This is an optimization exercise on Yosys and OpenROAD, whose aim is small area and a short achievable clock period, not a production implementation. Only simulation tests tie the RTL to the original design; equivalence was not proved. No activity file was given, so power comes from the tool's default toggle rates.

==> flow/design.v (excerpt) <==
module fp16_mac (
    input  logic                        clk,
    input  logic                        rst,
    input  logic                        in_valid_i,
    input  logic [2-1:0]           tag_i,
    input  logic [16-1:0]          k_i,
    input  logic [16-1:0]          x_i,
    input  logic [16-1:0]          b_i,
    output logic                        out_valid_o,
    output logic [2-1:0]           tag_o,
    output logic [16-1:0]          result_o
);
Size: about 72 I/O pins.
clock: 6.0 ns
lec_check: 0
cap_margin: 20
core_margin: 2
core_utilization: 40
cts_cluster_diameter: 70
cts_cluster_size: 40
setup_slack_margin: 2.8
slew_margin: 20
standard.sh (not shown) runs the stock make flow with config.mk's settings and CLKGATE_MAP_FILE= SYNTH_SCRIPT=/design/flow/synth_recipe.tcl, a recipe that flattens the netlist after the stock synthesis.
==> flow/flow/run.sh <==
#!/bin/bash
# Standard layout, with the port buffers made of plain buffers (buf_2)
# instead of the delay cells that buffer_ports picks by default.
set -e
export BUFFER_PORTS_ARGS="-buffer_cell sky130_fd_sc_hd__buf_2"
bash standard.sh > standard.log 2>&1
Change:
==> flow/flow/run.sh (replaced) <==
#!/bin/bash
# Standard layout, with the port buffers made of plain buffers (buf_1)
# instead of the delay cells that buffer_ports picks by default.
set -e
export BUFFER_PORTS_ARGS="-buffer_cell sky130_fd_sc_hd__buf_1"
bash standard.sh > standard.log 2>&1
--- a/flow/config.mk
+++ b/flow/config.mk
@@ -13 +13 @@
-export SETUP_SLACK_MARGIN = 2.8
+export SETUP_SLACK_MARGIN = 3.0
What happened: The changed run completed without violations; total power rises by a few percent; die area is unchanged; register-to-register slack improved by 0.11 ns; worst hold slack got worse by 0.014 ns; utilization rises by 1.2 points.
Change:
==> flow/run.sh (new file) <==
#!/bin/bash
# synth_recipe.tcl (not shown) runs the flow's synth.tcl, then flattens the netlist and writes it again
# the make line also repeats each setting of config.mk as NAME=value (left out here)
make -C /OpenROAD-flow-scripts/flow DESIGN_CONFIG=/design/flow/config.mk WORK_HOME=/design/flow/orfs CLKGATE_MAP_FILE= SYNTH_SCRIPT=/design/flow/synth_recipe.tcl finish
--- a/flow/config.mk
+++ b/flow/config.mk
@@ -13 +13 @@
-export SETUP_SLACK_MARGIN = 3.0
+export SETUP_SLACK_MARGIN = 2.9
removed: flow/flow/run.sh
removed: flow/standard.sh
Result: Wire length rises by 1.3%; total power falls by 1.6%; final cell count falls by 0.46%; first-iteration DRC count rises by 21%; via count falls by 0.77%; clock skew rises by 0.017 ns; worst setup slack is worse by 0.022 ns; global-route usage rises by 0.39 points; sequential power is about the same.
Change:
==> flow/flow/run.sh (new file) <==
#!/bin/bash
# Standard layout, with the port buffers made of plain buffers (buf_2)
# instead of the delay cells that buffer_ports picks by default.
set -e
export BUFFER_PORTS_ARGS="-buffer_cell sky130_fd_sc_hd__buf_2"
bash standard.sh > standard.log 2>&1
==> flow/standard.sh (new file) <==
#!/bin/bash
# synth_recipe.tcl (not shown) runs the flow's synth.tcl, then flattens the netlist and writes it again
# the make line also repeats each setting of config.mk as NAME=value (left out here)
make -C /OpenROAD-flow-scripts/flow DESIGN_CONFIG=/design/flow/config.mk WORK_HOME=/design/flow/orfs CLKGATE_MAP_FILE= SYNTH_SCRIPT=/design/flow/synth_recipe.tcl "${@:-finish}"
--- a/flow/config.mk
+++ b/flow/config.mk
@@ -13 +13 @@
-export SETUP_SLACK_MARGIN = 2.9
+export SETUP_SLACK_MARGIN = 3.0
removed: flow/run.sh
Outcome:
- utilization is lower by 0.25 points
- sequential share of layout area is higher by 0.18 points
- power is higher by 1.3%
- sequential power stays flat
- synthesized cell count stays the same
- global-route usage is lower by 0.30 points
- area after synthesis does not change
- via count is higher by 0.85%
- hold slack loses 0.0076 ns
- routed wire length is lower by 1.4%
- worst setup slack gains 0.035 ns
Change:
==> flow/run.sh (new file) <==
#!/bin/bash
# synth_recipe.tcl (not shown) runs the flow's synth.tcl, then flattens the netlist and writes it again
# the make line also repeats each setting of config.mk as NAME=value (left out here)
make -C /OpenROAD-flow-scripts/flow DESIGN_CONFIG=/design/flow/config.mk WORK_HOME=/design/flow/orfs CLKGATE_MAP_FILE= SYNTH_SCRIPT=/design/flow/synth_recipe.tcl finish
removed: flow/flow/run.sh
removed: flow/standard.sh
=> Clock skew came out higher by 0.014 ns. Non-clock buffer count grows by 3. Wire length grows by a few percent. Cell area went up by a few percent. Utilization went up by 1.1 points. Die area does not change.

========
Setup of run 1:
Another version of the RTL of fp16_mac (not shown whole).
Size: about 1900 cells after synthesis, about 72 I/O pins, ~0.018 mm^2 of cells after synthesis.
clock: 6.0 ns
lec_check: 0
cap_margin: 20
core_margin: 2
core_utilization: 40
cts_cluster_diameter: 70
cts_cluster_size: 40
gpl_timing_driven: 0
setup_slack_margin: 2.8
slew_margin: 20
run.sh (not shown) runs the stock make flow with config.mk's settings and CLKGATE_MAP_FILE= SYNTH_SCRIPT=/design/flow/synth_recipe.tcl, a recipe that flattens the netlist after the stock synthesis.
Stock flow here: none of the scripts above is used.
Run 1 | status: complete | timing, DRC, antenna: pass
Modified inputs, run 2 compared to run 1
Settings: CTS_CLUSTER_SIZE: 40 -> 50; GPL_TIMING_DRIVEN: 0 -> unset.
Results
The more densely filled core belongs to run 1, not run 2. Run 2 vs. run 1: overall power of the completed layout now smaller; area of the multi-input gates moved down; clock insertion delay at the later pin of the skew report went up by 0.03 ns; minimum setup slack after placement now smaller. Summary: with run 1 as the reference, pin count of the biggest net entering global routing in run 2 moved up by more than a quarter. Run 1 → run 2: combinational group share of total power moved down, first-iteration DRC count moved up, clock period minus final worst setup slack moved down. Run 1 → run 2: leakage power summed over all cells moved down; share of the clock period used by the worst path moved down.
--- input diff run 2..run 3 ---
Settings: SETUP_SLACK_MARGIN: 2.8 -> 2.9; CTS_CLUSTER_SIZE: 50 -> 40.
[summary]
Looking at the reports, run 3 completed the entire flow and the layout it produced met the timing, DRC and antenna checks.
Run 2 was carried through to the last stage, and its layout satisfied the timing, DRC and antenna checks.
In the metrics for run 2 and run 3, the one carrying the higher worst setup slack after placement is run 3.
Going from run 2 to run 3, met1 usage saw a decrease; total of plain and repair buffers excluding clock buffers shows an increase of 11; number of optimization iterations in the first detailed-route pass shrank by 2; count of clock-buffer cells in the layout went up 3; wire length of the first global-routing pass closely matched the old numbers.
Between run 2 and run 3, the final-layout clock-cell area share does not differ in any meaningful way.
Run 3: post-layout minimum cycle time lower than run 2
For run 4, these inputs were changed with respect to run 3:
Settings: SETUP_SLACK_MARGIN now 2.7, was 2.9.
[summary]
- Run 4 finished every step from synthesis to the final layout, and the layout passed the timing, DRC and antenna checks.
- [compare] base=run 3 new=run 4: sum of internal, switching and leakage power shows a reduction of 3.6%; initial antenna violation count barely changed; wire length rose 1.5%; maximum resistive drop on vdd saw a decrease; global routing usage on met2 +1.9 points.
- Run 4: sequential share of layout area is 0.61 points higher than what run 3 reported.
- Diff run 3 -> run 4: CTS H-tree depth held steady; post-layout utilization of the core lower; signal arrival time at the worst endpoint has increased.

afterwards: timing with drivers on the ports:
How much do the figures lean on ideal ports? The routed layouts below were timed once more, with nothing changed but the port constraints. Step 1: set_driving_cell puts a clkbuf_16 on clk and a buf_2 on each other input, an assumption about the parent block. Step 2 also shifts input and output timing later by t, the mid clock arrival at the registers, as if the neighbouring blocks saw the same clock. Three values: ideal ports, drivers, drivers and shift; two values: the first two.
| run | t, ns | setup WS [ns] | worst setup path at the end | slew at the worst register clock pin (ns) |
|---|---|---|---|---|
| the first run of note 1 | 0.581 | 2.859 / 2.885 / 2.305 | input to register | 0.10 / 0.10 |
| the second run of note 1 | 0.589 | 2.945 / 2.953 / 2.364 | input to register | 0.10 / 0.10 |
| the third run of note 1 | 0.591 | 2.923 / 2.947 / 2.357 | input to register | 0.10 / 0.10 |
| the fourth run of note 1 | 0.579 | 2.958 / 2.962 / 2.383 | input to register | 0.10 / 0.10 |
| the fifth run of note 1 | 0.591 | 2.900 / 2.910 / 2.320 | input to register | 0.11 / 0.11 |
| run 1 | 0.603 | 2.780 / 2.801 / 2.197 | input to register | 0.10 / 0.10 |
| run 2 | 0.621 | 2.873 / 2.897 / 2.276 | input to register | 0.10 / 0.10 |
| run 3 | 0.601 | 2.887 / 2.905 / 2.304 | input to register | 0.09 / 0.09 |
| run 4 | 0.592 | 2.750 / 2.783 / 2.191 | input to register | 0.11 / 0.11 |
After both steps setup and hold are still met in every run listed. The setup slack of run 2, which loses most, moves by +0.024 ns with the drivers and by -0.597 ns with both steps.
